What follows belongs to an exercise in optimizing a design on an open flow for small area; a production flow would make more cautious choices. In this exercise RTL edits were held to simulation tests only and were not proved equivalent to the original. Power is estimated from default activity; no workload was simulated.

## flow/flow/abc_area.script

```
&get -n
&st
&syn2
&dch -f
&nf -a -F 20 -A 20 -E 100
&put
mfs2 -a
&get -n
&st
&dch -f
&nf -a -F 20 -A 20 -E 100
&put
topo
stime -c
```

## flow/design.v

```verilog
`timescale 1ns/100ps
`default_nettype none
module sgd_top (
    input  wire        clk,
    input  wire        rst_n,
    input  wire        start,
    input  wire [15:0] mini_batch_size,
    input  wire [15:0] number_of_samples,
    input  wire [15:0] number_of_epochs,
    input  wire [4:0]  step_shift,
    input  wire [31:0] sample_features,
    input  wire [31:0] sample_label,
    input  wire        sample_valid,
    output wire        sample_ready,
    output wire [31:0] x_out_data,
    output wire        x_out_valid,
    input  wire        x_out_ready,
    output wire        x_out_last,
    output wire        done
);
    reg  [4:0]  ph;           
    reg         insamp;       
    reg         dact;         
    reg         xz;           
    reg         gact, gupd, gfin;
    reg         xvalid, done_q;    
    reg  [1:0]  widx;
    reg  [15:0] mbs_r, ns_r, ec_r;    
    reg  [15:0] bc_r, sc_r;           
    reg  [4:0]  sh_r;
    reg         rl_s, rl_b;
    reg         bw_s, bw_b, bw_e, one_s, one_b, one_e;
    reg  [31:0] x0, x1, x2, x3;
    reg  [31:0] g0, g1, g2, g3;
    reg  [31:0] fr;               
    reg         dl0;              
    reg  [15:0] dl16;             
    reg  [7:0]  dl8;
    reg  [3:0]  dl4;
    reg  [1:0]  dl2;
    reg         dl1;
    reg         sgn;              
    reg  [6:0]  lw;               
    reg  [5:0]  cd;               
    reg  [3:0]  cg0, cg1, cg2, cg3;
    wire p0  = ~|ph;
    wire p7  = (ph == 5'd7);
    wire p15 = (ph == 5'd15);
    wire p16 = (ph == 5'd16);
    wire p31 = &ph;
    wire [7:1] m;
    assign m[1] = (ph >= 5'd1);
    assign m[2] = (ph >= 5'd2);
    assign m[3] = (ph >= 5'd3);
    assign m[4] = (ph >= 5'd4);
    assign m[5] = (ph >= 5'd5);
    assign m[6] = (ph >= 5'd6);
    assign m[7] = (ph >= 5'd7);
    wire run = insamp | gact | xvalid;
    wire take_start = start & ~run;
    wire fend = p31 | take_start;
    wire d_on = p0 ? (insamp & sample_valid & ~xz & ~(gact & gupd)) : dact;
    wire [4:0] nsh = ~sh_r;
    wire dv16 = nsh[4] ? dl16[15] : dl0;
    wire dv8  = nsh[3] ? dl8[7]   : dv16;
    wire dv4  = nsh[2] ? dl4[3]   : dv8;
    wire dv2  = nsh[1] ? dl2[1]   : dv4;
    wire tapv = nsh[0] ? dl1      : dv2;
    wire [5:0] phs  = {1'b0, ph} + {1'b0, sh_r};
    wire       L    = phs[5] ? sgn : tapv;
    wire [31:0] sf = sample_features;
    wire [7:0]  fa0 = fr[7:0];
    wire [7:0]  fa1 = fr[15:8];
    wire [7:0]  fa2 = fr[23:16];
    wire [7:0]  fa3 = fr[31:24];
    wire gb0 = g0[0];
    wire gb1 = g1[0];
    wire gb2 = g2[0];
    wire gb3 = g3[0];
    wire gn0, gn1, gn2, gn3;
    wire [3:0] cg0_n, cg1_n, cg2_n, cg3_n;
    wire upd = gact & gupd;
    wire xn0 = upd & ~x0[0];
    wire xn1 = upd & ~x1[0];
    wire xn2 = upd & ~x2[0];
    wire xn3 = upd & ~x3[0];
    wire xe0 = xz ? 1'b0 : (upd ? ~gn0 : x0[0]);
    wire xe1 = xz ? 1'b0 : (upd ? ~gn1 : x1[0]);
    wire xe2 = xz ? 1'b0 : (upd ? ~gn2 : x2[0]);
    wire xe3 = xz ? 1'b0 : (upd ? ~gn3 : x3[0]);
    wire xd0 = x0[0];
    wire xd1 = x1[0];
    wire xd2 = x2[0];
    wire xd3 = x3[0];
    wire [7:1] xw0, xw1, xw2, xw3;
    genvar t;
    generate
        for (t = 1; t < 8; t = t + 1) begin : g_win
            assign xw0[t] = x0[32-t] & m[t];
            assign xw1[t] = x1[32-t] & m[t];
            assign xw2[t] = x2[32-t] & m[t];
            assign xw3[t] = x3[32-t] & m[t];
        end
    endgenerate
    wire bsel = sample_label[ph];
    wire dbit;
    wire [5:0] cd_n;
    wire dc_w1;
    wire dc_w2;
    wire dc_w3;
    wire dc_w4;
    wire dc_w5;
    wire dc_w6;
    wire dc_w7;
    wire dc_w8;
    wire dc_w9;
    wire dc_w10;
    wire dc_w11;
    wire dc_w12;
    wire dc_w13;
    wire dc_w14;
    wire dc_w15;
    wire dc_w16;
    wire dc_w17;
    wire dc_w18;
    wire dc_w19;
    wire dc_w20;
    wire dc_w21;
    wire dc_w22;
    wire dc_w23;
    wire dc_w24;
    wire dc_w25;
    wire dc_w26;
    wire dc_w27;
    wire dc_w28;
    wire dc_w29;
    wire dc_w30;
    wire dc_w31;
    wire dc_w32;
    wire dc_w33;
    wire dc_w34;
    wire dc_w35;
    wire dc_w36;
    wire dc_w37;
    wire dc_w38;
    wire dc_w39;
    wire dc_w40;
    wire dc_w41;
    wire dc_w42;
    wire dc_w43;
    wire dc_w44;
    wire dc_w45;
    wire dc_w46;
    wire dc_w47;
    wire dc_w48;
    wire dc_w49;
    wire dc_w50;
    wire dc_w51;
    wire dc_w52;
    wire dc_w53;
    wire dc_w54;
    wire dc_w55;
    wire dc_w56;
    wire dc_w57;
    wire dc_w58;
    wire dc_w59;
    wire dc_w60;
    wire dc_w61;
    wire dc_w62;
    wire dc_w63;
    wire dc_w64;
    wire dc_w65;
    wire dc_w66;
    wire dc_w67;
    wire dc_w68;
    wire dc_w69;
    wire dc_w70;
    wire dc_w71;
    wire dc_w72;
    wire dc_w73;
    wire dc_w74;
    wire dc_w75;
    wire dc_w76;
    wire dc_w77;
    wire dc_w78;
    wire dc_w79;
    wire dc_w80;
    assign dc_w1 = (sf[0] & xd0) ^ (sf[1] & xw0[1]) ^ (sf[2] & xw0[2]);
    assign dc_w2 = ((sf[0] & xd0) & (sf[1] & xw0[1])) | ((sf[0] & xd0) & (sf[2] & xw0[2])) | ((sf[1] & xw0[1]) & (sf[2] & xw0[2]));
    assign dc_w3 = (sf[3] & xw0[3]) ^ (sf[4] & xw0[4]) ^ (sf[5] & xw0[5]);
    assign dc_w4 = ((sf[3] & xw0[3]) & (sf[4] & xw0[4])) | ((sf[3] & xw0[3]) & (sf[5] & xw0[5])) | ((sf[4] & xw0[4]) & (sf[5] & xw0[5]));
    assign dc_w5 = (sf[6] & xw0[6]) ^ (sf[7] & ~xw0[7] & m[7]) ^ (sf[7] & p7);
    assign dc_w6 = ((sf[6] & xw0[6]) & (sf[7] & ~xw0[7] & m[7])) | ((sf[6] & xw0[6]) & (sf[7] & p7)) | ((sf[7] & ~xw0[7] & m[7]) & (sf[7] & p7));
    assign dc_w7 = (sf[8] & xd1) ^ (sf[9] & xw1[1]) ^ (sf[10] & xw1[2]);
    assign dc_w8 = ((sf[8] & xd1) & (sf[9] & xw1[1])) | ((sf[8] & xd1) & (sf[10] & xw1[2])) | ((sf[9] & xw1[1]) & (sf[10] & xw1[2]));
    assign dc_w9 = (sf[11] & xw1[3]) ^ (sf[12] & xw1[4]) ^ (sf[13] & xw1[5]);
    assign dc_w10 = ((sf[11] & xw1[3]) & (sf[12] & xw1[4])) | ((sf[11] & xw1[3]) & (sf[13] & xw1[5])) | ((sf[12] & xw1[4]) & (sf[13] & xw1[5]));
    assign dc_w11 = (sf[14] & xw1[6]) ^ (sf[15] & ~xw1[7] & m[7]) ^ (sf[15] & p7);
    assign dc_w12 = ((sf[14] & xw1[6]) & (sf[15] & ~xw1[7] & m[7])) | ((sf[14] & xw1[6]) & (sf[15] & p7)) | ((sf[15] & ~xw1[7] & m[7]) & (sf[15] & p7));
    assign dc_w13 = (sf[16] & xd2) ^ (sf[17] & xw2[1]) ^ (sf[18] & xw2[2]);
    assign dc_w14 = ((sf[16] & xd2) & (sf[17] & xw2[1])) | ((sf[16] & xd2) & (sf[18] & xw2[2])) | ((sf[17] & xw2[1]) & (sf[18] & xw2[2]));
    assign dc_w15 = (sf[19] & xw2[3]) ^ (sf[20] & xw2[4]) ^ (sf[21] & xw2[5]);
    assign dc_w16 = ((sf[19] & xw2[3]) & (sf[20] & xw2[4])) | ((sf[19] & xw2[3]) & (sf[21] & xw2[5])) | ((sf[20] & xw2[4]) & (sf[21] & xw2[5]));
    assign dc_w17 = (sf[22] & xw2[6]) ^ (sf[23] & ~xw2[7] & m[7]) ^ (sf[23] & p7);
    assign dc_w18 = ((sf[22] & xw2[6]) & (sf[23] & ~xw2[7] & m[7])) | ((sf[22] & xw2[6]) & (sf[23] & p7)) | ((sf[23] & ~xw2[7] & m[7]) & (sf[23] & p7));
    assign dc_w19 = (sf[24] & xd3) ^ (sf[25] & xw3[1]) ^ (sf[26] & xw3[2]);
    assign dc_w20 = ((sf[24] & xd3) & (sf[25] & xw3[1])) | ((sf[24] & xd3) & (sf[26] & xw3[2])) | ((sf[25] & xw3[1]) & (sf[26] & xw3[2]));
    assign dc_w21 = (sf[27] & xw3[3]) ^ (sf[28] & xw3[4]) ^ (sf[29] & xw3[5]);
    assign dc_w22 = ((sf[27] & xw3[3]) & (sf[28] & xw3[4])) | ((sf[27] & xw3[3]) & (sf[29] & xw3[5])) | ((sf[28] & xw3[4]) & (sf[29] & xw3[5]));
    assign dc_w23 = (sf[30] & xw3[6]) ^ (sf[31] & ~xw3[7] & m[7]) ^ (sf[31] & p7);
    assign dc_w24 = ((sf[30] & xw3[6]) & (sf[31] & ~xw3[7] & m[7])) | ((sf[30] & xw3[6]) & (sf[31] & p7)) | ((sf[31] & ~xw3[7] & m[7]) & (sf[31] & p7));
    assign dc_w25 = dc_w1 ^ dc_w3 ^ dc_w5;
    assign dc_w26 = (dc_w1 & dc_w3) | (dc_w1 & dc_w5) | (dc_w3 & dc_w5);
    assign dc_w27 = dc_w7 ^ dc_w9 ^ dc_w11;
    assign dc_w28 = (dc_w7 & dc_w9) | (dc_w7 & dc_w11) | (dc_w9 & dc_w11);
    assign dc_w29 = dc_w13 ^ dc_w15 ^ dc_w17;
    assign dc_w30 = (dc_w13 & dc_w15) | (dc_w13 & dc_w17) | (dc_w15 & dc_w17);
    assign dc_w31 = dc_w19 ^ dc_w21 ^ dc_w23;
    assign dc_w32 = (dc_w19 & dc_w21) | (dc_w19 & dc_w23) | (dc_w21 & dc_w23);
    assign dc_w33 = dc_w2 ^ dc_w4 ^ dc_w6;
    assign dc_w34 = (dc_w2 & dc_w4) | (dc_w2 & dc_w6) | (dc_w4 & dc_w6);
    assign dc_w35 = dc_w8 ^ dc_w10 ^ dc_w12;
    assign dc_w36 = (dc_w8 & dc_w10) | (dc_w8 & dc_w12) | (dc_w10 & dc_w12);
    assign dc_w37 = dc_w14 ^ dc_w16 ^ dc_w18;
    assign dc_w38 = (dc_w14 & dc_w16) | (dc_w14 & dc_w18) | (dc_w16 & dc_w18);
    assign dc_w39 = dc_w20 ^ dc_w22 ^ dc_w24;
    assign dc_w40 = (dc_w20 & dc_w22) | (dc_w20 & dc_w24) | (dc_w22 & dc_w24);
    assign dc_w41 = dc_w25 ^ dc_w27 ^ dc_w29;
    assign dc_w42 = (dc_w25 & dc_w27) | (dc_w25 & dc_w29) | (dc_w27 & dc_w29);
    assign dc_w43 = dc_w31 ^ ~bsel ^ cd[0];
    assign dc_w44 = (dc_w31 & ~bsel) | (dc_w31 & cd[0]) | (~bsel & cd[0]);
    assign dc_w45 = dc_w26 ^ dc_w28 ^ dc_w30;
    assign dc_w46 = (dc_w26 & dc_w28) | (dc_w26 & dc_w30) | (dc_w28 & dc_w30);
    assign dc_w47 = dc_w32 ^ dc_w33 ^ dc_w35;
    assign dc_w48 = (dc_w32 & dc_w33) | (dc_w32 & dc_w35) | (dc_w33 & dc_w35);
    assign dc_w49 = dc_w37 ^ dc_w39 ^ cd[1];
    assign dc_w50 = (dc_w37 & dc_w39) | (dc_w37 & cd[1]) | (dc_w39 & cd[1]);
    assign dc_w51 = dc_w34 ^ dc_w36 ^ dc_w38;
    assign dc_w52 = (dc_w34 & dc_w36) | (dc_w34 & dc_w38) | (dc_w36 & dc_w38);
    assign dc_w53 = dc_w42 ^ dc_w44 ^ dc_w45;
    assign dc_w54 = (dc_w42 & dc_w44) | (dc_w42 & dc_w45) | (dc_w44 & dc_w45);
    assign dc_w55 = dc_w46 ^ dc_w48 ^ dc_w50;
    assign dc_w56 = (dc_w46 & dc_w48) | (dc_w46 & dc_w50) | (dc_w48 & dc_w50);
    assign dc_w57 = dc_w51 ^ dc_w40 ^ cd[2];
    assign dc_w58 = (dc_w51 & dc_w40) | (dc_w51 & cd[2]) | (dc_w40 & cd[2]);
    assign dc_w59 = dc_w53 ^ dc_w47 ^ dc_w49;
    assign dc_w60 = (dc_w53 & dc_w47) | (dc_w53 & dc_w49) | (dc_w47 & dc_w49);
    assign dc_w61 = dc_w54 ^ dc_w55 ^ dc_w57;
    assign dc_w62 = (dc_w54 & dc_w55) | (dc_w54 & dc_w57) | (dc_w55 & dc_w57);
    assign dc_w63 = dc_w56 ^ dc_w58 ^ dc_w52;
    assign dc_w64 = (dc_w56 & dc_w58) | (dc_w56 & dc_w52) | (dc_w58 & dc_w52);
    assign dc_w65 = dc_w62 ^ dc_w63 ^ cd[3];
    assign dc_w66 = (dc_w62 & dc_w63) | (dc_w62 & cd[3]) | (dc_w63 & cd[3]);
    assign dc_w67 = dc_w66 ^ dc_w64 ^ cd[4];
    assign dc_w68 = (dc_w66 & dc_w64) | (dc_w66 & cd[4]) | (dc_w64 & cd[4]);
    assign dc_w69 = dc_w41 ^ dc_w43;
    assign dc_w70 = dc_w41 & dc_w43;
    assign dc_w71 = dc_w59 ^ dc_w70;
    assign dc_w72 = dc_w59 & dc_w70;
    assign dc_w73 = dc_w60 ^ dc_w61 ^ dc_w72;
    assign dc_w74 = (dc_w60 & dc_w61) | (dc_w60 & dc_w72) | (dc_w61 & dc_w72);
    assign dc_w75 = dc_w65 ^ dc_w74;
    assign dc_w76 = dc_w65 & dc_w74;
    assign dc_w77 = dc_w67 ^ dc_w76;
    assign dc_w78 = dc_w67 & dc_w76;
    assign dc_w79 = dc_w68 ^ cd[5] ^ dc_w78;
    assign dc_w80 = (dc_w68 & cd[5]) | (dc_w68 & dc_w78) | (cd[5] & dc_w78);
    assign dbit = dc_w69;
    assign cd_n = {dc_w80, dc_w79, dc_w77, dc_w75, dc_w73, dc_w71};
    wire gc0_w1;
    wire gc0_w2;
    wire gc0_w3;
    wire gc0_w4;
    wire gc0_w5;
    wire gc0_w6;
    wire gc0_w7;
    wire gc0_w8;
    wire gc0_w9;
    wire gc0_w10;
    wire gc0_w11;
    wire gc0_w12;
    wire gc0_w13;
    wire gc0_w14;
    wire gc0_w15;
    wire gc0_w16;
    wire gc0_w17;
    wire gc0_w18;
    wire gc0_w19;
    wire gc0_w20;
    wire gc0_w21;
    wire gc0_w22;
    wire gc0_w23;
    wire gc0_w24;
    assign gc0_w1 = (fa0[0] & L) ^ (fa0[1] & lw[0] & m[1]) ^ (fa0[2] & lw[1] & m[2]);
    assign gc0_w2 = ((fa0[0] & L) & (fa0[1] & lw[0] & m[1])) | ((fa0[0] & L) & (fa0[2] & lw[1] & m[2])) | ((fa0[1] & lw[0] & m[1]) & (fa0[2] & lw[1] & m[2]));
    assign gc0_w3 = (fa0[3] & lw[2] & m[3]) ^ (fa0[4] & lw[3] & m[4]) ^ (fa0[5] & lw[4] & m[5]);
    assign gc0_w4 = ((fa0[3] & lw[2] & m[3]) & (fa0[4] & lw[3] & m[4])) | ((fa0[3] & lw[2] & m[3]) & (fa0[5] & lw[4] & m[5])) | ((fa0[4] & lw[3] & m[4]) & (fa0[5] & lw[4] & m[5]));
    assign gc0_w5 = (fa0[6] & lw[5] & m[6]) ^ (fa0[7] & ~lw[6] & m[7]) ^ (fa0[7] & p7);
    assign gc0_w6 = ((fa0[6] & lw[5] & m[6]) & (fa0[7] & ~lw[6] & m[7])) | ((fa0[6] & lw[5] & m[6]) & (fa0[7] & p7)) | ((fa0[7] & ~lw[6] & m[7]) & (fa0[7] & p7));
    assign gc0_w7 = gb0 ^ xn0 ^ cg0[0];
    assign gc0_w8 = (gb0 & xn0) | (gb0 & cg0[0]) | (xn0 & cg0[0]);
    assign gc0_w9 = gc0_w1 ^ gc0_w3 ^ gc0_w5;
    assign gc0_w10 = (gc0_w1 & gc0_w3) | (gc0_w1 & gc0_w5) | (gc0_w3 & gc0_w5);
    assign gc0_w11 = gc0_w2 ^ gc0_w4 ^ gc0_w6;
    assign gc0_w12 = (gc0_w2 & gc0_w4) | (gc0_w2 & gc0_w6) | (gc0_w4 & gc0_w6);
    assign gc0_w13 = gc0_w10 ^ gc0_w11 ^ gc0_w8;
    assign gc0_w14 = (gc0_w10 & gc0_w11) | (gc0_w10 & gc0_w8) | (gc0_w11 & gc0_w8);
    assign gc0_w15 = gc0_w14 ^ gc0_w12 ^ cg0[2];
    assign gc0_w16 = (gc0_w14 & gc0_w12) | (gc0_w14 & cg0[2]) | (gc0_w12 & cg0[2]);
    assign gc0_w17 = gc0_w9 ^ gc0_w7;
    assign gc0_w18 = gc0_w9 & gc0_w7;
    assign gc0_w19 = gc0_w13 ^ cg0[1] ^ gc0_w18;
    assign gc0_w20 = (gc0_w13 & cg0[1]) | (gc0_w13 & gc0_w18) | (cg0[1] & gc0_w18);
    assign gc0_w21 = gc0_w15 ^ gc0_w20;
    assign gc0_w22 = gc0_w15 & gc0_w20;
    assign gc0_w23 = gc0_w16 ^ cg0[3] ^ gc0_w22;
    assign gc0_w24 = (gc0_w16 & cg0[3]) | (gc0_w16 & gc0_w22) | (cg0[3] & gc0_w22);
    assign gn0 = gc0_w17;
    assign cg0_n = {gc0_w24, gc0_w23, gc0_w21, gc0_w19};
    wire gc1_w1;
    wire gc1_w2;
    wire gc1_w3;
    wire gc1_w4;
    wire gc1_w5;
    wire gc1_w6;
    wire gc1_w7;
    wire gc1_w8;
    wire gc1_w9;
    wire gc1_w10;
    wire gc1_w11;
    wire gc1_w12;
    wire gc1_w13;
    wire gc1_w14;
    wire gc1_w15;
    wire gc1_w16;
    wire gc1_w17;
    wire gc1_w18;
    wire gc1_w19;
    wire gc1_w20;
    wire gc1_w21;
    wire gc1_w22;
    wire gc1_w23;
    wire gc1_w24;
    assign gc1_w1 = (fa1[0] & L) ^ (fa1[1] & lw[0] & m[1]) ^ (fa1[2] & lw[1] & m[2]);
    assign gc1_w2 = ((fa1[0] & L) & (fa1[1] & lw[0] & m[1])) | ((fa1[0] & L) & (fa1[2] & lw[1] & m[2])) | ((fa1[1] & lw[0] & m[1]) & (fa1[2] & lw[1] & m[2]));
    assign gc1_w3 = (fa1[3] & lw[2] & m[3]) ^ (fa1[4] & lw[3] & m[4]) ^ (fa1[5] & lw[4] & m[5]);
    assign gc1_w4 = ((fa1[3] & lw[2] & m[3]) & (fa1[4] & lw[3] & m[4])) | ((fa1[3] & lw[2] & m[3]) & (fa1[5] & lw[4] & m[5])) | ((fa1[4] & lw[3] & m[4]) & (fa1[5] & lw[4] & m[5]));
    assign gc1_w5 = (fa1[6] & lw[5] & m[6]) ^ (fa1[7] & ~lw[6] & m[7]) ^ (fa1[7] & p7);
    assign gc1_w6 = ((fa1[6] & lw[5] & m[6]) & (fa1[7] & ~lw[6] & m[7])) | ((fa1[6] & lw[5] & m[6]) & (fa1[7] & p7)) | ((fa1[7] & ~lw[6] & m[7]) & (fa1[7] & p7));
    assign gc1_w7 = gb1 ^ xn1 ^ cg1[0];
    assign gc1_w8 = (gb1 & xn1) | (gb1 & cg1[0]) | (xn1 & cg1[0]);
    assign gc1_w9 = gc1_w1 ^ gc1_w3 ^ gc1_w5;
    assign gc1_w10 = (gc1_w1 & gc1_w3) | (gc1_w1 & gc1_w5) | (gc1_w3 & gc1_w5);
    assign gc1_w11 = gc1_w2 ^ gc1_w4 ^ gc1_w6;
    assign gc1_w12 = (gc1_w2 & gc1_w4) | (gc1_w2 & gc1_w6) | (gc1_w4 & gc1_w6);
    assign gc1_w13 = gc1_w10 ^ gc1_w11 ^ gc1_w8;
    assign gc1_w14 = (gc1_w10 & gc1_w11) | (gc1_w10 & gc1_w8) | (gc1_w11 & gc1_w8);
    assign gc1_w15 = gc1_w14 ^ gc1_w12 ^ cg1[2];
    assign gc1_w16 = (gc1_w14 & gc1_w12) | (gc1_w14 & cg1[2]) | (gc1_w12 & cg1[2]);
    assign gc1_w17 = gc1_w9 ^ gc1_w7;
    assign gc1_w18 = gc1_w9 & gc1_w7;
    assign gc1_w19 = gc1_w13 ^ cg1[1] ^ gc1_w18;
    assign gc1_w20 = (gc1_w13 & cg1[1]) | (gc1_w13 & gc1_w18) | (cg1[1] & gc1_w18);
    assign gc1_w21 = gc1_w15 ^ gc1_w20;
    assign gc1_w22 = gc1_w15 & gc1_w20;
    assign gc1_w23 = gc1_w16 ^ cg1[3] ^ gc1_w22;
    assign gc1_w24 = (gc1_w16 & cg1[3]) | (gc1_w16 & gc1_w22) | (cg1[3] & gc1_w22);
    assign gn1 = gc1_w17;
    assign cg1_n = {gc1_w24, gc1_w23, gc1_w21, gc1_w19};
    wire gc2_w1;
    wire gc2_w2;
    wire gc2_w3;
    wire gc2_w4;
    wire gc2_w5;
    wire gc2_w6;
    wire gc2_w7;
    wire gc2_w8;
    wire gc2_w9;
    wire gc2_w10;
    wire gc2_w11;
    wire gc2_w12;
    wire gc2_w13;
    wire gc2_w14;
    wire gc2_w15;
    wire gc2_w16;
    wire gc2_w17;
    wire gc2_w18;
    wire gc2_w19;
    wire gc2_w20;
    wire gc2_w21;
    wire gc2_w22;
    wire gc2_w23;
    wire gc2_w24;
    assign gc2_w1 = (fa2[0] & L) ^ (fa2[1] & lw[0] & m[1]) ^ (fa2[2] & lw[1] & m[2]);
    assign gc2_w2 = ((fa2[0] & L) & (fa2[1] & lw[0] & m[1])) | ((fa2[0] & L) & (fa2[2] & lw[1] & m[2])) | ((fa2[1] & lw[0] & m[1]) & (fa2[2] & lw[1] & m[2]));
    assign gc2_w3 = (fa2[3] & lw[2] & m[3]) ^ (fa2[4] & lw[3] & m[4]) ^ (fa2[5] & lw[4] & m[5]);
    assign gc2_w4 = ((fa2[3] & lw[2] & m[3]) & (fa2[4] & lw[3] & m[4])) | ((fa2[3] & lw[2] & m[3]) & (fa2[5] & lw[4] & m[5])) | ((fa2[4] & lw[3] & m[4]) & (fa2[5] & lw[4] & m[5]));
    assign gc2_w5 = (fa2[6] & lw[5] & m[6]) ^ (fa2[7] & ~lw[6] & m[7]) ^ (fa2[7] & p7);
    assign gc2_w6 = ((fa2[6] & lw[5] & m[6]) & (fa2[7] & ~lw[6] & m[7])) | ((fa2[6] & lw[5] & m[6]) & (fa2[7] & p7)) | ((fa2[7] & ~lw[6] & m[7]) & (fa2[7] & p7));
    assign gc2_w7 = gb2 ^ xn2 ^ cg2[0];
    assign gc2_w8 = (gb2 & xn2) | (gb2 & cg2[0]) | (xn2 & cg2[0]);
    assign gc2_w9 = gc2_w1 ^ gc2_w3 ^ gc2_w5;
    assign gc2_w10 = (gc2_w1 & gc2_w3) | (gc2_w1 & gc2_w5) | (gc2_w3 & gc2_w5);
    assign gc2_w11 = gc2_w2 ^ gc2_w4 ^ gc2_w6;
    assign gc2_w12 = (gc2_w2 & gc2_w4) | (gc2_w2 & gc2_w6) | (gc2_w4 & gc2_w6);
    assign gc2_w13 = gc2_w10 ^ gc2_w11 ^ gc2_w8;
    assign gc2_w14 = (gc2_w10 & gc2_w11) | (gc2_w10 & gc2_w8) | (gc2_w11 & gc2_w8);
    assign gc2_w15 = gc2_w14 ^ gc2_w12 ^ cg2[2];
    assign gc2_w16 = (gc2_w14 & gc2_w12) | (gc2_w14 & cg2[2]) | (gc2_w12 & cg2[2]);
    assign gc2_w17 = gc2_w9 ^ gc2_w7;
    assign gc2_w18 = gc2_w9 & gc2_w7;
    assign gc2_w19 = gc2_w13 ^ cg2[1] ^ gc2_w18;
    assign gc2_w20 = (gc2_w13 & cg2[1]) | (gc2_w13 & gc2_w18) | (cg2[1] & gc2_w18);
    assign gc2_w21 = gc2_w15 ^ gc2_w20;
    assign gc2_w22 = gc2_w15 & gc2_w20;
    assign gc2_w23 = gc2_w16 ^ cg2[3] ^ gc2_w22;
    assign gc2_w24 = (gc2_w16 & cg2[3]) | (gc2_w16 & gc2_w22) | (cg2[3] & gc2_w22);
    assign gn2 = gc2_w17;
    assign cg2_n = {gc2_w24, gc2_w23, gc2_w21, gc2_w19};
    wire gc3_w1;
    wire gc3_w2;
    wire gc3_w3;
    wire gc3_w4;
    wire gc3_w5;
    wire gc3_w6;
    wire gc3_w7;
    wire gc3_w8;
    wire gc3_w9;
    wire gc3_w10;
    wire gc3_w11;
    wire gc3_w12;
    wire gc3_w13;
    wire gc3_w14;
    wire gc3_w15;
    wire gc3_w16;
    wire gc3_w17;
    wire gc3_w18;
    wire gc3_w19;
    wire gc3_w20;
    wire gc3_w21;
    wire gc3_w22;
    wire gc3_w23;
    wire gc3_w24;
    assign gc3_w1 = (fa3[0] & L) ^ (fa3[1] & lw[0] & m[1]) ^ (fa3[2] & lw[1] & m[2]);
    assign gc3_w2 = ((fa3[0] & L) & (fa3[1] & lw[0] & m[1])) | ((fa3[0] & L) & (fa3[2] & lw[1] & m[2])) | ((fa3[1] & lw[0] & m[1]) & (fa3[2] & lw[1] & m[2]));
    assign gc3_w3 = (fa3[3] & lw[2] & m[3]) ^ (fa3[4] & lw[3] & m[4]) ^ (fa3[5] & lw[4] & m[5]);
    assign gc3_w4 = ((fa3[3] & lw[2] & m[3]) & (fa3[4] & lw[3] & m[4])) | ((fa3[3] & lw[2] & m[3]) & (fa3[5] & lw[4] & m[5])) | ((fa3[4] & lw[3] & m[4]) & (fa3[5] & lw[4] & m[5]));
    assign gc3_w5 = (fa3[6] & lw[5] & m[6]) ^ (fa3[7] & ~lw[6] & m[7]) ^ (fa3[7] & p7);
    assign gc3_w6 = ((fa3[6] & lw[5] & m[6]) & (fa3[7] & ~lw[6] & m[7])) | ((fa3[6] & lw[5] & m[6]) & (fa3[7] & p7)) | ((fa3[7] & ~lw[6] & m[7]) & (fa3[7] & p7));
    assign gc3_w7 = gb3 ^ xn3 ^ cg3[0];
    assign gc3_w8 = (gb3 & xn3) | (gb3 & cg3[0]) | (xn3 & cg3[0]);
    assign gc3_w9 = gc3_w1 ^ gc3_w3 ^ gc3_w5;
    assign gc3_w10 = (gc3_w1 & gc3_w3) | (gc3_w1 & gc3_w5) | (gc3_w3 & gc3_w5);
    assign gc3_w11 = gc3_w2 ^ gc3_w4 ^ gc3_w6;
    assign gc3_w12 = (gc3_w2 & gc3_w4) | (gc3_w2 & gc3_w6) | (gc3_w4 & gc3_w6);
    assign gc3_w13 = gc3_w10 ^ gc3_w11 ^ gc3_w8;
    assign gc3_w14 = (gc3_w10 & gc3_w11) | (gc3_w10 & gc3_w8) | (gc3_w11 & gc3_w8);
    assign gc3_w15 = gc3_w14 ^ gc3_w12 ^ cg3[2];
    assign gc3_w16 = (gc3_w14 & gc3_w12) | (gc3_w14 & cg3[2]) | (gc3_w12 & cg3[2]);
    assign gc3_w17 = gc3_w9 ^ gc3_w7;
    assign gc3_w18 = gc3_w9 & gc3_w7;
    assign gc3_w19 = gc3_w13 ^ cg3[1] ^ gc3_w18;
    assign gc3_w20 = (gc3_w13 & cg3[1]) | (gc3_w13 & gc3_w18) | (cg3[1] & gc3_w18);
    assign gc3_w21 = gc3_w15 ^ gc3_w20;
    assign gc3_w22 = gc3_w15 & gc3_w20;
    assign gc3_w23 = gc3_w16 ^ cg3[3] ^ gc3_w22;
    assign gc3_w24 = (gc3_w16 & cg3[3]) | (gc3_w16 & gc3_w22) | (cg3[3] & gc3_w22);
    assign gn3 = gc3_w17;
    assign cg3_n = {gc3_w24, gc3_w23, gc3_w21, gc3_w19};
    always @(posedge clk) begin
        dl0  <= dbit;
        dl16 <= {dl16[14:0], dl0};
        dl8  <= {dl8[6:0], dv16};
        dl4  <= {dl4[2:0], dv8};
        dl2  <= {dl2[0], dv4};
        dl1  <= dv2;
        lw  <= {lw[5:0], L};
        if (p31) sgn <= dbit;
        cd  <= fend ? 6'd1 : cd_n;
        cg0 <= fend ? 4'd0 : cg0_n;
        cg1 <= fend ? 4'd0 : cg1_n;
        cg2 <= fend ? 4'd0 : cg2_n;
        cg3 <= fend ? 4'd0 : cg3_n;
        g0 <= {~xz & (gact ? (~gupd & gn0) : g0[0]), g0[31:1]};
        g1 <= {~xz & (gact ? (~gupd & gn1) : g1[0]), g1[31:1]};
        g2 <= {~xz & (gact ? (~gupd & gn2) : g2[0]), g2[31:1]};
        g3 <= {~xz & (gact ? (~gupd & gn3) : g3[0]), g3[31:1]};
        x0 <= {xe0, x0[31:1]};
        if (!xvalid) begin
            x1 <= {xe1, x1[31:1]};
            x2 <= {xe2, x2[31:1]};
            x3 <= {xe3, x3[31:1]};
        end
    end
    wire final_edge = gact & gfin & p31;
    wire xfer = xvalid & x_out_ready;
    always @(posedge clk) begin
        if (d_on & p31)
            fr <= sample_features;
        else if (final_edge)
            fr <= {xe0, x0[31:1]};
        else if (xfer)
            fr <= (widx == 2'd0) ? x1 : (widx == 2'd1) ? x2 : x3;
    end
    wire cwin = d_on & ~ph[4];
    wire es   = rl_s ? ns_r[0] : sc_r[0];
    wire eb   = rl_b ? mbs_r[0] : bc_r[0];
    wire bws  = p0 | bw_s;
    wire bwb  = p0 | bw_b;
    wire os   = p0 ? es : (one_s & ~es);
    wire ob   = p0 ? eb : (one_b & ~eb);
    wire ewin = d_on & ph[4] & rl_s;
    wire bwe  = p16 | bw_e;
    wire oe   = p16 ? ec_r[0] : (one_e & ~ec_r[0]);
    wire fin_now = rl_s & oe;
    always @(posedge clk) begin
        if (take_start) begin
            mbs_r <= mini_batch_size;
            ns_r  <= number_of_samples;
            ec_r  <= number_of_epochs;
            sh_r  <= step_shift;
        end else begin
            mbs_r <= {mbs_r[0], mbs_r[15:1]};
            ns_r  <= {ns_r[0], ns_r[15:1]};
            ec_r  <= {ewin ? (ec_r[0] ^ bwe) : ec_r[0], ec_r[15:1]};
        end
        sc_r  <= {cwin ? (es ^ bws) : sc_r[0], sc_r[15:1]};
        bc_r  <= {cwin ? (eb ^ bwb) : bc_r[0], bc_r[15:1]};
        bw_s  <= bws & ~es;
        bw_b  <= bwb & ~eb;
        bw_e  <= bwe & ~ec_r[0];
        one_s <= os;
        one_b <= ob;
        one_e <= oe;
    end
    always @(posedge clk) begin
        if (!rst_n) begin
            ph      <= 5'd0;
            insamp  <= 1'b0;
            dact    <= 1'b0;
            gact    <= 1'b0;
            xvalid  <= 1'b0;
            done_q  <= 1'b0;
        end else begin
            ph      <= take_start ? 5'd0 : ph + 5'd1;
            if (take_start) begin
                insamp <= 1'b1;
                done_q <= 1'b0;
                dact   <= 1'b0;
                gact   <= 1'b0;
            end else begin
                dact <= d_on & ~p31;
                if (p31) begin
                    gact <= d_on;
                    if (d_on & fin_now) insamp <= 1'b0;
                end
                if (final_edge) begin
                    xvalid <= 1'b1;
                end else if (xfer & (widx == 2'd3)) begin
                    xvalid <= 1'b0;
                    done_q <= 1'b1;
                end
            end
        end
    end
    always @(posedge clk) begin
        if (take_start) begin
            rl_s <= 1'b1;
            rl_b <= 1'b1;
            xz   <= 1'b1;
        end else begin
            if (p31) xz <= 1'b0;
            if (cwin & p15) begin
                rl_s    <= os;
                rl_b    <= os | ob;
            end
        end
        if (p31) begin
            gupd   <= rl_b;
            gfin   <= fin_now;
        end
        if (final_edge) widx <= 2'd0;
        else if (xfer) widx <= widx + 2'd1;
    end
    assign sample_ready = dact & p31;
    assign x_out_data   = fr;
    assign x_out_valid  = xvalid;
    assign x_out_last   = (widx == 2'd3);
    assign done         = done_q;
endmodule
`default_nettype wire
```

## flow/config.mk

```make
export PLATFORM = sky130hd
export DESIGN_NAME = sgd_top
export DESIGN_NICKNAME = sgd_top
export VERILOG_FILES = /design/flow/design.v
export SDC_FILE = /design/flow/constraint.sdc
export NUM_CORES = 4
export LEC_CHECK = 0
export CAP_MARGIN = 20
export CORE_MARGIN = 2
export CORE_UTILIZATION = 80
export SLEW_MARGIN = 20
```

## flow/constraint.sdc

```tcl
create_clock -name core_clock -period 10.0 [get_ports {clk}]
set_input_delay 2.0000 -clock core_clock [delete_from_list [all_inputs] [get_ports {clk}]]
set_output_delay 2.0000 -clock core_clock [all_outputs]
set_load 0.01 [all_outputs]
```

## flow/flow/synth_area.tcl

```tcl
# The standard synthesis (synth_recipe.tcl), with ABC's mapping of the
# logic aimed at area (abc_area.script beside this file) instead of delay.
# Registers, their names and their cells are those of the standard synthesis.
proc abc {args} {
  set i [lsearch -exact $args -script]
  if {$i >= 0} {
    lset args [expr {$i + 1}] $::env(FLOW_ABC_SCRIPT)
  }
  yosys abc {*}$args
}
source $::env(FLOW_WORK)/synth_recipe.tcl
```

## flow/flow/run.sh

```bash
#!/bin/bash
# The standard layout (standard.sh, all its steps), with these changes:
#  - synthesis is synth_recipe.tcl with ABC's logic mapping aimed at area
#    (synth_area.tcl, abc_area.script), and yosys synth's quick ABC pass
#    skipped (-noabc) so the full adders are extracted as written; the
#    registers, their names and cells are those of the standard synthesis;
#  - ports are buffered with sky130_fd_sc_hd__buf_1;
#  - the clock tree uses clkbuf_4 buffers in small clusters, no dummy loads.
# make's output goes to flow_make.log; ORFS's own logs are under orfs/logs.
set -euo pipefail
W="$(cd "$(dirname "$0")/.." && pwd)"
cd "$W"
export FLOW_WORK="$W"
export FLOW_ABC_SCRIPT="$W/flow/abc_area.script"
bash standard.sh \
  SYNTH_SCRIPT="$W/flow/synth_area.tcl" SYNTH_ARGS=-noabc \
  BUFFER_PORTS_ARGS="-buffer_cell sky130_fd_sc_hd__buf_1" \
  CTS_ARGS="-sink_clustering_enable -repair_clock_nets -dont_use_dummy_load -buf_list sky130_fd_sc_hd__clkbuf_4 -sink_clustering_size 10 -sink_clustering_max_diameter 30" \
  finish > "$W/flow_make.log" 2>&1
```

## flow/standard.sh

```bash
#!/bin/bash
# synth_recipe.tcl (not shown) runs the flow's synth.tcl, then flattens the netlist and writes it again
# the make line also repeats each setting of config.mk as NAME=value (left out here)
make -C /OpenROAD-flow-scripts/flow DESIGN_CONFIG=/design/flow/config.mk WORK_HOME=/design/flow/orfs CLKGATE_MAP_FILE= SYNTH_SCRIPT=/design/flow/synth_recipe.tcl "${@:-finish}"
```

==> results of run 1 <==
-- cells by family (layout without fill, tap and decap cells) --
family,count (synthesis),in the layout,synth area share
DFF,458,458,0.673
xor gates and xnor gates,2,2,0.00112
AOI/OAI and AO/OA,147,147,0.0561
muxes,47,47,0.0373
and+or+nand+nor,367,367,0.109
adders and majority gates,104,104,0.120
buffers and inverters,17,253,0.00408
other,0,2,0
-- metal layers --
| layer | wire length, um | share of wire |
|---|---|---|
| met1 | 13300 | 0.38 |
| met2 | 16200 | 0.47 |
| met3 | 3290 | 0.095 |
| met4 | 1910 | 0.055 |
| met5 | 0 | 0 |
-- synth_stat cells, drive strengths merged --
master | n | area share
a2111oi | 2 | 0.0011
mux2i | 38 | 0.024
a21boi | 3 | 0.0014
o211ai | 34 | 0.016
nand4bb | 1 | 0.00072
nand4 | 1 | 0.00040
nor2b | 1 | 0.00040
and2 | 40 | 0.016
o21ai | 47 | 0.015
a31oi | 4 | 0.0016
a21oi | 45 | 0.014
nor3 | 2 | 0.00064
edfxtp | 136 | 0.26
a211oi | 3 | 0.0014
ha | 28 | 0.022
o21ba | 1 | 0.00064
clkinv | 17 | 0.0041
nor2 | 52 | 0.012
dfxtp | 322 | 0.41
fa | 76 | 0.097
a41oi | 1 | 0.00056
nand3b | 1 | 0.00048
a211o | 2 | 0.0011
nand2 | 189 | 0.045
o21a | 1 | 0.00048
nand3 | 6 | 0.0019
o31ai | 4 | 0.0019
and3 | 52 | 0.021
nand2b | 6 | 0.0024
xnor2 | 2 | 0.0011
mux4 | 9 | 0.013
nor4b | 1 | 0.00056
or4 | 1 | 0.00048
or3 | 4 | 0.0016
nor3b | 8 | 0.0038
or2 | 2 | 0.00080
-- sequential cells by signal (all words and copies together) (netlist names), 6 cells and up --
| name | count |
|---|---|
| x3 | 32 |
| x2 | 32 |
| g0 | 32 |
| x1 | 32 |
| dl16 | 16 |
| dl8 | 8 |
| g3 | 32 |
| cd | 6 |
| ns_r | 16 |
| mbs_r | 16 |
| x0 | 32 |
| bc_r | 16 |
| sc_r | 16 |
| g2 | 32 |
| lw | 7 |
| fr | 32 |
| ec_r | 16 |
| g1 | 32 |
-- layout by cell type, fill, tap and decap left out, types with 2 or more instances in the layout --
cell,instances
sky130_fd_sc_hd__dfxtp_1,322
sky130_fd_sc_hd__nand2_1,189
sky130_fd_sc_hd__buf_1,157
sky130_fd_sc_hd__edfxtp_1,136
sky130_fd_sc_hd__fa_1,76
sky130_fd_sc_hd__clkbuf_4,67
sky130_fd_sc_hd__nor2_1,52
sky130_fd_sc_hd__and3_1,52
sky130_fd_sc_hd__o21ai_0,47
sky130_fd_sc_hd__a21oi_1,45
sky130_fd_sc_hd__and2_0,40
sky130_fd_sc_hd__mux2i_1,38
sky130_fd_sc_hd__o211ai_1,34
sky130_fd_sc_hd__ha_1,26
sky130_fd_sc_hd__clkinv_1,16
sky130_fd_sc_hd__buf_4,12
sky130_fd_sc_hd__mux4_2,9
sky130_fd_sc_hd__nor3b_1,8
sky130_fd_sc_hd__nand2b_1,6
sky130_fd_sc_hd__a31oi_1,4
sky130_fd_sc_hd__nand3_1,4
sky130_fd_sc_hd__or3_1,4
sky130_fd_sc_hd__o31ai_1,4
sky130_fd_sc_hd__a21boi_0,3
sky130_fd_sc_hd__a211oi_1,3
sky130_fd_sc_hd__diode_2,2
sky130_fd_sc_hd__nand3_2,2
sky130_fd_sc_hd__a211o_1,2
sky130_fd_sc_hd__a2111oi_1,2
sky130_fd_sc_hd__nor3_1,2
sky130_fd_sc_hd__xnor2_1,2
sky130_fd_sc_hd__or2_0,2
sky130_fd_sc_hd__ha_2,2
-- per-stage QoR --
step | hold slack [ns] | utilization | instance area, sq um | std cells | worst slack, ns
6_report | 0.290 | 0.889 | 17200 | 1645 | 3.45
5_1_grt | 0.272 | 0.889 | 17200 | 1645 | 3.14
4_1_cts | 0.263 | 0.889 | 17200 | 1643 | 3.50
3_5_place_dp | 0.312 | 0.862 | 16700 | 1576 | 3.39
3_3_place_gp | 0.310 | 0.862 | 16700 | 1576 | 3.53
2_1_floorplan | 0.310 | - | 15600 | 1142 | 3.28
-- cell type report --
class / count / area, sq um / area share
antenna: 2 / 5.00 / 0.000291
clock buffer: 67 / 503 / 0.0293
inverter: 17 / 65.1 / 0.00379
multi-input combinational: 667 / 5070 / 0.295
sequential: 458 / 10500 / 0.613
tap: 265 / 332 / 0.0193
timing repair buffer: 169 / 679 / 0.0395
-- where the power goes --
group	total [mW]	internal (mW)	switching (mW)
Clock	0.860	0.309	0.550
Sequential	2.10	2.04	0.0580
Combinational	0.207	0.0798	0.127
Total	3.17	2.43	0.736
-- worst max-delay path by stage --
stage	cells after the start	start	endpoint	slack, ns
global placement	12	sample_features[0]	cd[4]	3.53
global route	14	ph[0]	cd[4]	3.14
floorplan	6	xvalid	gact	3.28
detailed placement	12	sample_features[7]	cd[4]	3.39
finish	15	ph[0]	cd[4]	3.45
CTS	14	ph[1]	cd[4]	3.50
-- worst max-delay path: cells and delay by family, from the launching register on --
kind,cells,cell delay (ns)
simple gates,3,1.02
fa+ha+maj,11,4.22
buf+inv,1,0.29
flops,1,0.89
==> flow_summary.json, run 1 <==
{
  "timing.rr.start": "ph[0]",
  "busiest_layer": "met2",
  "synth_fp_nets": 1368,
  "min-delay-path-class": "register to register",
  "timing.final.hold_violations": 0,
  "synth-seq-cells": 458,
  "die-width_um": 144,
  "hpwlAfterDp_um": 23100,
  "num-fill-cells": 848,
  "path_class": "register to register",
  "final.min_clock_period_ns": 6.55,
  "tightestPinTransition_ns": 1.10,
  "worst_clock_skew_ns": 0.0775,
  "grt_start_max_net_pins": 87,
  "crit_path_frequent_cell": "sky130_fd_sc_hd__fa_1",
  "synth-warning-count": 1,
  "critical_path_cell_by_cell": "clkinv_1, ha_1, or3_1, and3_1, fa_1, fa_1, fa_1, fa_1, fa_1, ha_1, fa_1, ha_1, ha_1, fa_1, and2_0",
  "final_nets": 1606,
  "cp.required_ns": 10.53,
  "timing.critical_path.slowest_cell_delay_ns": 0.89,
  "floorplan.core_area_sq_um": 19300,
  "timing.max_cap.violations": 0,
  "global_route_usage_over_all_layers": 0.352,
  "ios": 158,
  "final.period_utilization": 0.655,
  "cts_tree": "built",
  "setup_violations": 0,
  "overflow_after_grt": 0,
  "post_cts_setup_buffers": 0,
  "max_clock_freq_mhz": 153,
  "timing.slew.headroom": 0.263,
  "post_route_cells_drive_above_1_share": 0.0675,
  "h-tree-depth": 3,
  "netlist_area_before_placement_sq_um": 15600,
  "static-leakage-power_nw": 7.41,
  "status": "complete, no violations",
  "crit_path_top_delay_cell": "sky130_fd_sc_hd__dfxtp_1",
  "dr_total_vias": 9985,
  "hp-start": "dl16[0]",
  "hold_depth": 0,
  "grt_setup_unrepaired": "false",
  "cts_root_buffer": "sky130_fd_sc_hd__clkbuf_4",
  "ff2ff_setup_slack_ns": 3.45,
  "globalRouteMet2Util": 0.544,
  "worst_r2r_endpoint": "cd[4]",
  "drtIter0Drc": 968,
  "port_buffers": 157,
  "cts-buffers-inserted": 67,
  "critical_path.startpoint_type": "register",
  "wl_per_cell_um": 21.1,
  "clk_pin_slew_worst_paths_ns": 0.10,
  "antenna_found_initial": 1,
  "setup.worst_path.end_class": "register",
  "gpl.final_weighted_congestion": 0.917,
  "grt_first_pass_wirelength_um": 54100,
  "postSynthAreaPerCell_sq_um": 13.7,
  "rows": 51,
  "peak_supply_drop_v": 0.000119,
  "reg2reg_depth": 15,
  "cp_data_arrival_time_ns": 7.09,
  "remaining_drc_errors": 0,
  "design.die.area_sq_um": 20700,
  "total_power_mw": 3.17,
  "power_density_nw_per_um2": 184,
  "gr-usage-met3": 0.0853,
  "cp_max_fo": 17,
  "worst_hold_path.endpoint": "dl16[1]",
  "worst_skew_pair.late_latency_ns": 0.71,
  "totalNegativeSetupSlack_ns": 0,
  "netlist_instances": 1142,
  "detail_route.wirelength_um": 34700,
  "drt_pre_antenna_iters": 7,
  "route.detailed.vias_per_inst": 6.07,
  "slew_viol_final": 0,
  "grt.met1_usage": 0.463,
  "initial_core_util": 0.809,
  "yosys.cell_types.count": 36,
  "cts.sink_count": 458,
  "dieHeight_um": 144,
  "layout-area-overhead-vs-synth_pct": 9.83,
  "post_cts_resized": 0,
  "grt_pass1_vias": 10300,
  "cts-hold-fix-buffers": 0,
  "antenna_violating_nets_post_route": 0,
  "cts_buffer_depth": 3,
  "ys_seq_area_frac": 0.673
}
==> run 2, diff against run 1 <==
--- a/flow/design.v
+++ b/flow/design.v
@@ -22,14 +22,14 @@
     reg         insamp;       
     reg         dact;         
     reg         xz;           
-    reg         gact, gupd, gfin;
+    reg         gact, gupd;
     reg         xvalid, done_q;    
     reg  [1:0]  widx;
     reg  [15:0] mbs_r, ns_r, ec_r;    
     reg  [15:0] bc_r, sc_r;           
     reg  [4:0]  sh_r;
     reg         rl_s, rl_b;
-    reg         bw_s, bw_b, bw_e, one_s, one_b, one_e;
+    reg         bw_s, bw_b, one_s, one_b;
     reg  [31:0] x0, x1, x2, x3;
     reg  [31:0] g0, g1, g2, g3;
     reg  [31:0] fr;               
@@ -492,7 +492,7 @@
             x3 <= {xe3, x3[31:1]};
         end
     end
-    wire final_edge = gact & gfin & p31;
+    wire final_edge = gact & ~insamp & p31;
     wire xfer = xvalid & x_out_ready;
     always @(posedge clk) begin
         if (d_on & p31)
@@ -510,8 +510,8 @@
     wire os   = p0 ? es : (one_s & ~es);
     wire ob   = p0 ? eb : (one_b & ~eb);
     wire ewin = d_on & ph[4] & rl_s;
-    wire bwe  = p16 | bw_e;
-    wire oe   = p16 ? ec_r[0] : (one_e & ~ec_r[0]);
+    wire bwe  = p16 | bw_s;
+    wire oe   = p16 ? ec_r[0] : (one_s & ~ec_r[0]);
     wire fin_now = rl_s & oe;
     always @(posedge clk) begin
         if (take_start) begin
@@ -526,12 +526,10 @@
         end
         sc_r  <= {cwin ? (es ^ bws) : sc_r[0], sc_r[15:1]};
         bc_r  <= {cwin ? (eb ^ bwb) : bc_r[0], bc_r[15:1]};
-        bw_s  <= bws & ~es;
+        bw_s  <= ph[4] ? (bwe & ~ec_r[0]) : (bws & ~es);
         bw_b  <= bwb & ~eb;
-        bw_e  <= bwe & ~ec_r[0];
-        one_s <= os;
+        one_s <= ph[4] ? oe : os;
         one_b <= ob;
-        one_e <= oe;
     end
     always @(posedge clk) begin
         if (!rst_n) begin
@@ -577,7 +575,6 @@
         end
         if (p31) begin
             gupd   <= rl_b;
-            gfin   <= fin_now;
         end
         if (final_edge) widx <= 2'd0;
         else if (xfer) widx <= widx + 2'd1;
--- a/flow/config.mk
+++ b/flow/config.mk
@@ -8,4 +8,6 @@
 export CAP_MARGIN = 20
 export CORE_MARGIN = 2
 export CORE_UTILIZATION = 80
+export GPL_ROUTABILITY_DRIVEN = 0
+export GPL_TIMING_DRIVEN = 0
 export SLEW_MARGIN = 20
==> flow_summary.json, run 2 <==
{
  "ios": 158,
  "power_density_nw_per_um2": 183,
  "timing.max_cap.violations": 0,
  "antenna_found_initial": 3,
  "yosys.cell_types.count": 37,
  "totalNegativeSetupSlack_ns": 0,
  "netlist_top_cells_count": "sky130_fd_sc_hd__dfxtp_1, sky130_fd_sc_hd__nand2_1, sky130_fd_sc_hd__edfxtp_1, sky130_fd_sc_hd__fa_1, sky130_fd_sc_hd__nor2_1",
  "drt_pre_antenna_iters": 5,
  "drtIter0Drc": 826,
  "post_synth_main_area_contributors": "sky130_fd_sc_hd__dfxtp_1, sky130_fd_sc_hd__edfxtp_1, sky130_fd_sc_hd__fa_1, sky130_fd_sc_hd__nand2_1, sky130_fd_sc_hd__mux2i_1",
  "cts-hold-fix-buffers": 0,
  "static-leakage-power_nw": 7.44,
  "grt_first_pass_wirelength_um": 52700,
  "final.period_utilization": 0.657,
  "path_delay_family": "adder cells",
  "design.die.area_sq_um": 20600,
  "netlist_area_before_placement_sq_um": 15600,
  "worst_hold_path.endpoint": "x0[7]",
  "cts_tree": "built",
  "synth_fp_nets": 1367,
  "netlist_instances": 1141,
  "final.min_clock_period_ns": 6.57,
  "slew_viol_final": 0,
  "power.sequential.fraction": 0.661,
  "p_comb_frac": 0.067,
  "min-delay-path-class": "register to register",
  "num-fill-cells": 816,
  "cp_buf_inv_count": 1,
  "layout-area-overhead-vs-synth_pct": 10.7,
  "synth-warning-count": 1,
  "synthSimpleGateAreaFrac": 0.110,
  "status": "complete, no violations",
  "grt_setup_unrepaired": "false",
  "switching_component_of_the_power_mw": 0.731,
  "remaining_drc_errors": 0,
  "reg2reg_depth": 14,
  "cp_num_cells": 14,
  "crit_path_top_delay_cell": "sky130_fd_sc_hd__dfxtp_1",
  "timing.final.hold_violations": 0,
  "timing.rr.start": "ph[1]",
  "total_power_mw": 3.16,
  "p_sw_frac": 0.231,
  "stdcell_count": 1650,
  "hold_depth": 0,
  "hpwlAfterDp_um": 23300,
  "crit_path_frequent_cell": "sky130_fd_sc_hd__fa_1",
  "post_cts_setup_buffers": 0,
  "cp.required_ns": 10.54,
  "synth-compound-area-share": 0.0566,
  "timing.critical_path.slowest_cell_delay_ns": 0.82,
  "path_class": "register to register",
  "netlist.top_cell.by_area": "sky130_fd_sc_hd__dfxtp_1",
  "layout.cells.most_common": "sky130_fd_sc_hd__dfxtp_1",
  "detail_route.wirelength_um": 34100,
  "post_route_cells_drive_above_1_share": 0.0745,
  "global_route_usage_over_all_layers": 0.344,
  "overflow_after_grt": 0,
  "critPathLaunch": "ph[1]",
  "critical_path.startpoint_type": "register",
  "cts-buffers-inserted": 68,
  "worst_r2r_endpoint": "cd[4]",
  "synth_edf_count": 135,
  "port_buffers": 157,
  "clock_power_share": 0.273,
  "grt_pass1_vias": 10100,
  "route.detailed.vias_per_inst": 5.98,
  "ys_seq_area_frac": 0.670,
  "setup_violations": 0,
  "cts_buffer_depth": 3,
  "h-tree-depth": 3,
  "cts.sink_count": 455,
  "initial_core_util": 0.807,
  "cp_data_arrival_time_ns": 7.11,
  "post_cts_resized": 0,
  "rows": 51,
  "wl_per_cell_um": 20.7,
  "synthMostInstantiatedCell": "sky130_fd_sc_hd__dfxtp_1",
  "critical_path_cell_by_cell": "clkinv_1, ha_1, or4_1, and3_1, fa_1, fa_1, fa_1, fa_1, fa_1, fa_1, fa_1, ha_1, fa_1, and2_0",
  "ff2ff_setup_slack_ns": 3.43,
  "setup.worst_path.end_class": "register",
  "max_clock_freq_mhz": 152,
  "placed_cells": 1579,
  "cp_max_fo": 18,
  "cell_int_power_mw": 2.43,
  "antenna_violating_nets_post_route": 0,
  "synth_top_family_by_area": "adder cells",
  "postSynthAreaPerCell_sq_um": 13.7,
  "share_of_synthesized_flip_flops_with_an_asynchronous_set_or_reset": 0,
  "grt_start_max_net_pins": 85,
  "clk_pin_slew_worst_paths_ns": 0.09,
  "synth-seq-cells": 455,
  "die-width_um": 144,
  "hp-start": "x0[8]",
  "synthesized_area_fraction_occupied_by_adder_cells": 0.120,
  "yosys_most_used_dff": "sky130_fd_sc_hd__dfxtp_1",
  "hold_slack_ns": 0.284,
  "worst_clock_skew_ns": 0.0691,
  "timing.slew.headroom": 0.317,
  "layout.cells.most_common_list": "sky130_fd_sc_hd__dfxtp_1, sky130_fd_sc_hd__nand2_1, sky130_fd_sc_hd__buf_1, sky130_fd_sc_hd__edfxtp_1, sky130_fd_sc_hd__fa_1",
  "dr_total_vias": 9867,
  "floorplan.core_area_sq_um": 19300,
  "tightestPinTransition_ns": 1.02,
  "synthXorXnorAreaFrac": 0.00112,
  "synth_top_area_share": 0.410,
  "dieHeight_um": 144,
  "peak_supply_drop_v": 0.000127,
  "final_nets": 1610,
  "cts_root_buffer": "sky130_fd_sc_hd__clkbuf_4",
  "muxShareOfSynthArea": 0.0388,
  "worst_skew_pair.late_latency_ns": 0.69
}
[run 2: changes by cell type after synthesis, moves of 2 or more]
cell | previous run | this run
sky130_fd_sc_hd__nand3_1 | 6 | 4
sky130_fd_sc_hd__dfxtp_1 | 322 | 320
sky130_fd_sc_hd__nor3_1 | 2 | 0
sky130_fd_sc_hd__nor2_1 | 52 | 54
sky130_fd_sc_hd__nand3b_1 | 1 | 3
sky130_fd_sc_hd__a31oi_1 | 4 | 2
sky130_fd_sc_hd__o21ai_0 | 47 | 45
sky130_fd_sc_hd__mux2_1 | 0 | 2
[run 2: how the worst max path moves through the flow]
stage	endpoint	slack, ns
6_report	cd[4]	3.43
5_1_grt	cd[4]	3.18
4_1_cts	cd[4]	3.46
3_5_place_dp	cd[4]	3.32
3_3_place_gp	insamp	0.05
2_1_floorplan	insamp	3.14
[run 2: area by class of cell]
type | count | area (sq um) | area share
diodes | 3 | 7.51 | 0.000434
clock buffers | 68 | 510 | 0.0295
inverters | 16 | 66.3 | 0.00384
multi-input cells | 670 | 5140 | 0.297
flip-flops and latches | 455 | 10500 | 0.605
well taps | 265 | 332 | 0.0192
repair buffers | 173 | 777 | 0.0449
[run 2: worst register-to-register path, cell delays in order, from the launching register on]
cell and delay [ns]:
sky130_fd_sc_hd__dfxtp_1 0.82, sky130_fd_sc_hd__clkinv_1 0.24, sky130_fd_sc_hd__ha_1 0.26, sky130_fd_sc_hd__or4_1 0.69
sky130_fd_sc_hd__and3_1 0.29, sky130_fd_sc_hd__fa_1 0.53, sky130_fd_sc_hd__fa_1 0.53, sky130_fd_sc_hd__fa_1 0.48
sky130_fd_sc_hd__fa_1 0.46, sky130_fd_sc_hd__fa_1 0.47, sky130_fd_sc_hd__fa_1 0.44, sky130_fd_sc_hd__fa_1 0.46
sky130_fd_sc_hd__ha_1 0.23, sky130_fd_sc_hd__fa_1 0.43, sky130_fd_sc_hd__and2_0 0.15
[run 2: metrics by stage]
step	instance area [sq um]	util	setup WS, ns
final	17300	0.894	3.43
after global routing	17300	0.894	3.18
after CTS	17300	0.894	3.46
after detailed placement	16800	0.867	3.32
after global placement	16500	0.855	0.0465
after floorplan	15600	-	3.14
[run 2: cells by family after synthesis]
family	after synthesis
muxes	49
xor gates and xnor gates	2
adders and majority gates	104
and+or+nand+nor	368
buffers and inverters	16
AOI/OAI and AO/OA	147
DFF	455
[run 2: metal layers]
metal,vias up,share of wire,global-route usage
met5,-,0,0
met4,0,0.046,0.161
met3,126,0.082,0.0636
met2,539,0.49,0.556
met1,4762,0.39,0.460
li1,4440,-,-
[run 2: power groups by stage]
stage	Combinational [mW]	Clock (mW)	Sequential, mW
2_1_floorplan	0.133	0	2.10
3_3_place_gp	0.188	0	2.12
3_5_place_dp	0.206	0	2.13
4_1_cts	0.209	0.874	2.09
5_1_grt	0.233	0.938	2.10
6_report	0.211	0.862	2.09
==> run 3, diff against run 2 <==
--- a/flow/config.mk
+++ b/flow/config.mk
@@ -8,6 +8,4 @@
 export CAP_MARGIN = 20
 export CORE_MARGIN = 2
 export CORE_UTILIZATION = 80
-export GPL_ROUTABILITY_DRIVEN = 0
-export GPL_TIMING_DRIVEN = 0
 export SLEW_MARGIN = 20
==> flow_summary.json, run 3 <==
{
  "cp_max_fo": 18,
  "share_of_synthesized_flip_flops_with_an_asynchronous_set_or_reset": 0,
  "layout-area-overhead-vs-synth_pct": 9.56,
  "detail_route.wirelength_um": 34400,
  "netlist_top_cells_count": "sky130_fd_sc_hd__dfxtp_1, sky130_fd_sc_hd__nand2_1, sky130_fd_sc_hd__edfxtp_1, sky130_fd_sc_hd__fa_1, sky130_fd_sc_hd__nor2_1",
  "netlist_instances": 1141,
  "cts_tree": "built",
  "cell_int_power_mw": 2.39,
  "ff2ff_setup_slack_ns": 3.52,
  "timing.critical_path.slowest_cell_delay_ns": 0.81,
  "power_density_nw_per_um2": 182,
  "synth_top_area_share": 0.410,
  "h-tree-depth": 2,
  "post_route_cells_drive_above_1_share": 0.0620,
  "cts_root_buffer": "sky130_fd_sc_hd__clkbuf_4",
  "port_buffers": 157,
  "min-delay-path-class": "register to register",
  "dr_total_vias": 9901,
  "global_route_usage_over_all_layers": 0.344,
  "grt_first_pass_wirelength_um": 53300,
  "cts_buffer_depth": 3,
  "grt_start_max_net_pins": 70,
  "wl_per_cell_um": 21.0,
  "final_nets": 1598,
  "tightestPinTransition_ns": 0.864,
  "post_cts_resized": 0,
  "antenna_found_initial": 4,
  "timing.final.hold_violations": 0,
  "critical_path.startpoint_type": "register",
  "crit_path_frequent_cell": "sky130_fd_sc_hd__fa_1",
  "design.die.area_sq_um": 20600,
  "drt_pre_antenna_iters": 5,
  "hpwlAfterDp_um": 22900,
  "slew_viol_final": 0,
  "die-width_um": 144,
  "switching_component_of_the_power_mw": 0.725,
  "critPathLaunch": "ph[1]",
  "drtIter0Drc": 843,
  "timing.max_cap.violations": 0,
  "post_cts_setup_buffers": 0,
  "placed_cells": 1574,
  "power.sequential.fraction": 0.670,
  "initial_core_util": 0.807,
  "clk_pin_slew_worst_paths_ns": 0.10,
  "dieHeight_um": 144,
  "remaining_drc_errors": 0,
  "crit_path_top_delay_cell": "sky130_fd_sc_hd__dfxtp_1",
  "cp.required_ns": 10.62,
  "clock_power_share": 0.263,
  "stdcell_count": 1638,
  "worst_clock_skew_ns": 0.0901,
  "cp_data_arrival_time_ns": 7.10,
  "hp-start": "g2[3]",
  "setup_violations": 0,
  "total_power_mw": 3.12,
  "peak_supply_drop_v": 0.000135,
  "ys_seq_area_frac": 0.670,
  "synth_edf_count": 135,
  "gpl.final_weighted_congestion": 0.972,
  "cts.sink_count": 455,
  "post_synth_main_area_contributors": "sky130_fd_sc_hd__dfxtp_1, sky130_fd_sc_hd__edfxtp_1, sky130_fd_sc_hd__fa_1, sky130_fd_sc_hd__nand2_1, sky130_fd_sc_hd__mux2i_1",
  "netlist_area_before_placement_sq_um": 15600,
  "final.period_utilization": 0.648,
  "grt_setup_unrepaired": "false",
  "netlist.top_cell.by_area": "sky130_fd_sc_hd__dfxtp_1",
  "cts-buffers-inserted": 61,
  "antenna_violating_nets_post_route": 0,
  "max_clock_freq_mhz": 154,
  "p_comb_frac": 0.066,
  "critical_path_cell_by_cell": "clkinv_1, ha_1, or4_1, and3_1, fa_1, fa_1, fa_1, fa_1, fa_1, fa_1, fa_1, ha_1, fa_1, and2_0",
  "rows": 51,
  "setup.worst_path.end_class": "register",
  "num-fill-cells": 849,
  "overflow_after_grt": 0,
  "postSynthAreaPerCell_sq_um": 13.7,
  "layout.cells.most_common_list": "sky130_fd_sc_hd__dfxtp_1, sky130_fd_sc_hd__nand2_1, sky130_fd_sc_hd__buf_1, sky130_fd_sc_hd__edfxtp_1, sky130_fd_sc_hd__fa_1",
  "timing.rr.start": "ph[1]",
  "synthMostInstantiatedCell": "sky130_fd_sc_hd__dfxtp_1",
  "yosys.cell_types.count": 37,
  "final.min_clock_period_ns": 6.48,
  "synth_fp_nets": 1367,
  "path_class": "register to register",
  "cts-hold-fix-buffers": 0,
  "grt_pass1_vias": 10200,
  "static-leakage-power_nw": 7.34,
  "totalNegativeSetupSlack_ns": 0,
  "worst_skew_pair.late_latency_ns": 0.75,
  "timing.slew.headroom": 0.423,
  "p_sw_frac": 0.232,
  "status": "complete, no violations",
  "synth-warning-count": 1,
  "layout.cells.most_common": "sky130_fd_sc_hd__dfxtp_1",
  "yosys_most_used_dff": "sky130_fd_sc_hd__dfxtp_1",
  "route.detailed.vias_per_inst": 6.04,
  "synth-seq-cells": 455,
  "floorplan.core_area_sq_um": 19300,
  "ios": 158
}
## run 3: cell count changes in the layout (fill, tap and decap cells not counted), moves of 2 or more
cell                        delta
sky130_fd_sc_hd__clkbuf_4      -7
sky130_fd_sc_hd__buf_4         +4
sky130_fd_sc_hd__buf_12        -3
sky130_fd_sc_hd__a2111oi_1     +2
sky130_fd_sc_hd__a2111oi_2     -2
sky130_fd_sc_hd__buf_2         -2
sky130_fd_sc_hd__buf_6         -2
## run 3: cell families after synthesis
family                     share of synthesized area
muxes                                         0.0388
xor gates and xnor gates                     0.00112
and+or+nand+nor                                0.110
adders and majority gates                      0.120
DFF                                            0.670
AOI/OAI and AO/OA                             0.0566
buffers and inverters                        0.00385
## run 3: worst paths after layout
kind,endpoint,depth (start not counted)
worst max-delay path,cd[4],14
worst max register to register,cd[4],14
worst min-delay path,g2[2],0
worst min register to register,g2[2],0
## run 3: routing by layer
layer	global-route usage	up-vias	routed length [um]	share of wire
li1	-	4426	-	-
met1	0.446	4760	12900	0.37
met2	0.550	575	16400	0.48
met3	0.0980	138	3570	0.10
met4	0.152	2	1520	0.044
met5	0	-	34	0.00099
## run 3: final cells by class
class                           count  area [sq um]  area share
Antenna cell                        3          7.51    0.000439
Clock buffer                       61           458      0.0268
Inverter                           16          61.3     0.00358
Multi-Input combinational cell    670          5110       0.299
Sequential cell                   455         10500       0.612
Tap cell                          265           332      0.0194
Timing Repair Buffer              168           672      0.0393
## run 3: worst max-delay path: cells and delay by family, from the launching register on
family	cells	cell delay, ns
adder cells (fa/ha/maj)	10	4.19
buffers and inverters	1	0.24
AND/OR/NAND/NOR	3	1.18
flip-flops	1	0.81
## run 3: power groups by stage
stage               sequential [mW]  clock [mW]  combinational [mW]
global placement               2.12           0               0.191
floorplan                      2.10           0               0.133
CTS                            2.09       0.831               0.204
detailed placement             2.13           0               0.202
finish                         2.09       0.821               0.207
global route                   2.10       0.899               0.231
## run 3: per-stage QoR
stage / worst slack [ns] / hold WS, ns / utilization / instance area [sq um]
after global placement: 3.55 / 0.310 / 0.860 / 16600
after CTS: 3.56 / 0.285 / 0.884 / 17100
after detailed placement: 3.45 / 0.312 / 0.860 / 16600
after floorplan: 3.14 / 0.310 / - / 15600
after global routing: 3.34 / 0.271 / 0.885 / 17100
final: 3.52 / 0.283 / 0.885 / 17100

-- afterwards: timing with drivers on the ports --
Ports are ideal in the flow. The routed layouts listed here were re-timed in OpenROAD. Step 1 assumes that a clkbuf_16 drives the clock port and a buf_2 every other input. Step 2 adds t to the input delays and takes it off the output delays; t is the mean of the earliest and latest rising clock arrival at the registers after step 1. Input paths then give back, and output paths get back, about the clock's delay inside the block. Slacks: ideal / step 1 / step 2; pairs: ideal / step 1.
| run | shift t [ns] | setup slack, ns | cell pins on the clock port's net |
|---|---|---|---|
| run 1 | 0.713 | 3.447 / 3.447 / 3.312 | 1 |
| run 2 | 0.699 | 3.428 / 3.428 / 3.206 | 1 |
| run 3 | 0.736 | 3.523 / 3.523 / 3.421 | 1 |
After both steps setup and hold are still met in every run listed. For run 2, which loses most, drivers alone change the setup slack by 0.000 ns; drivers and shift together by -0.222 ns.
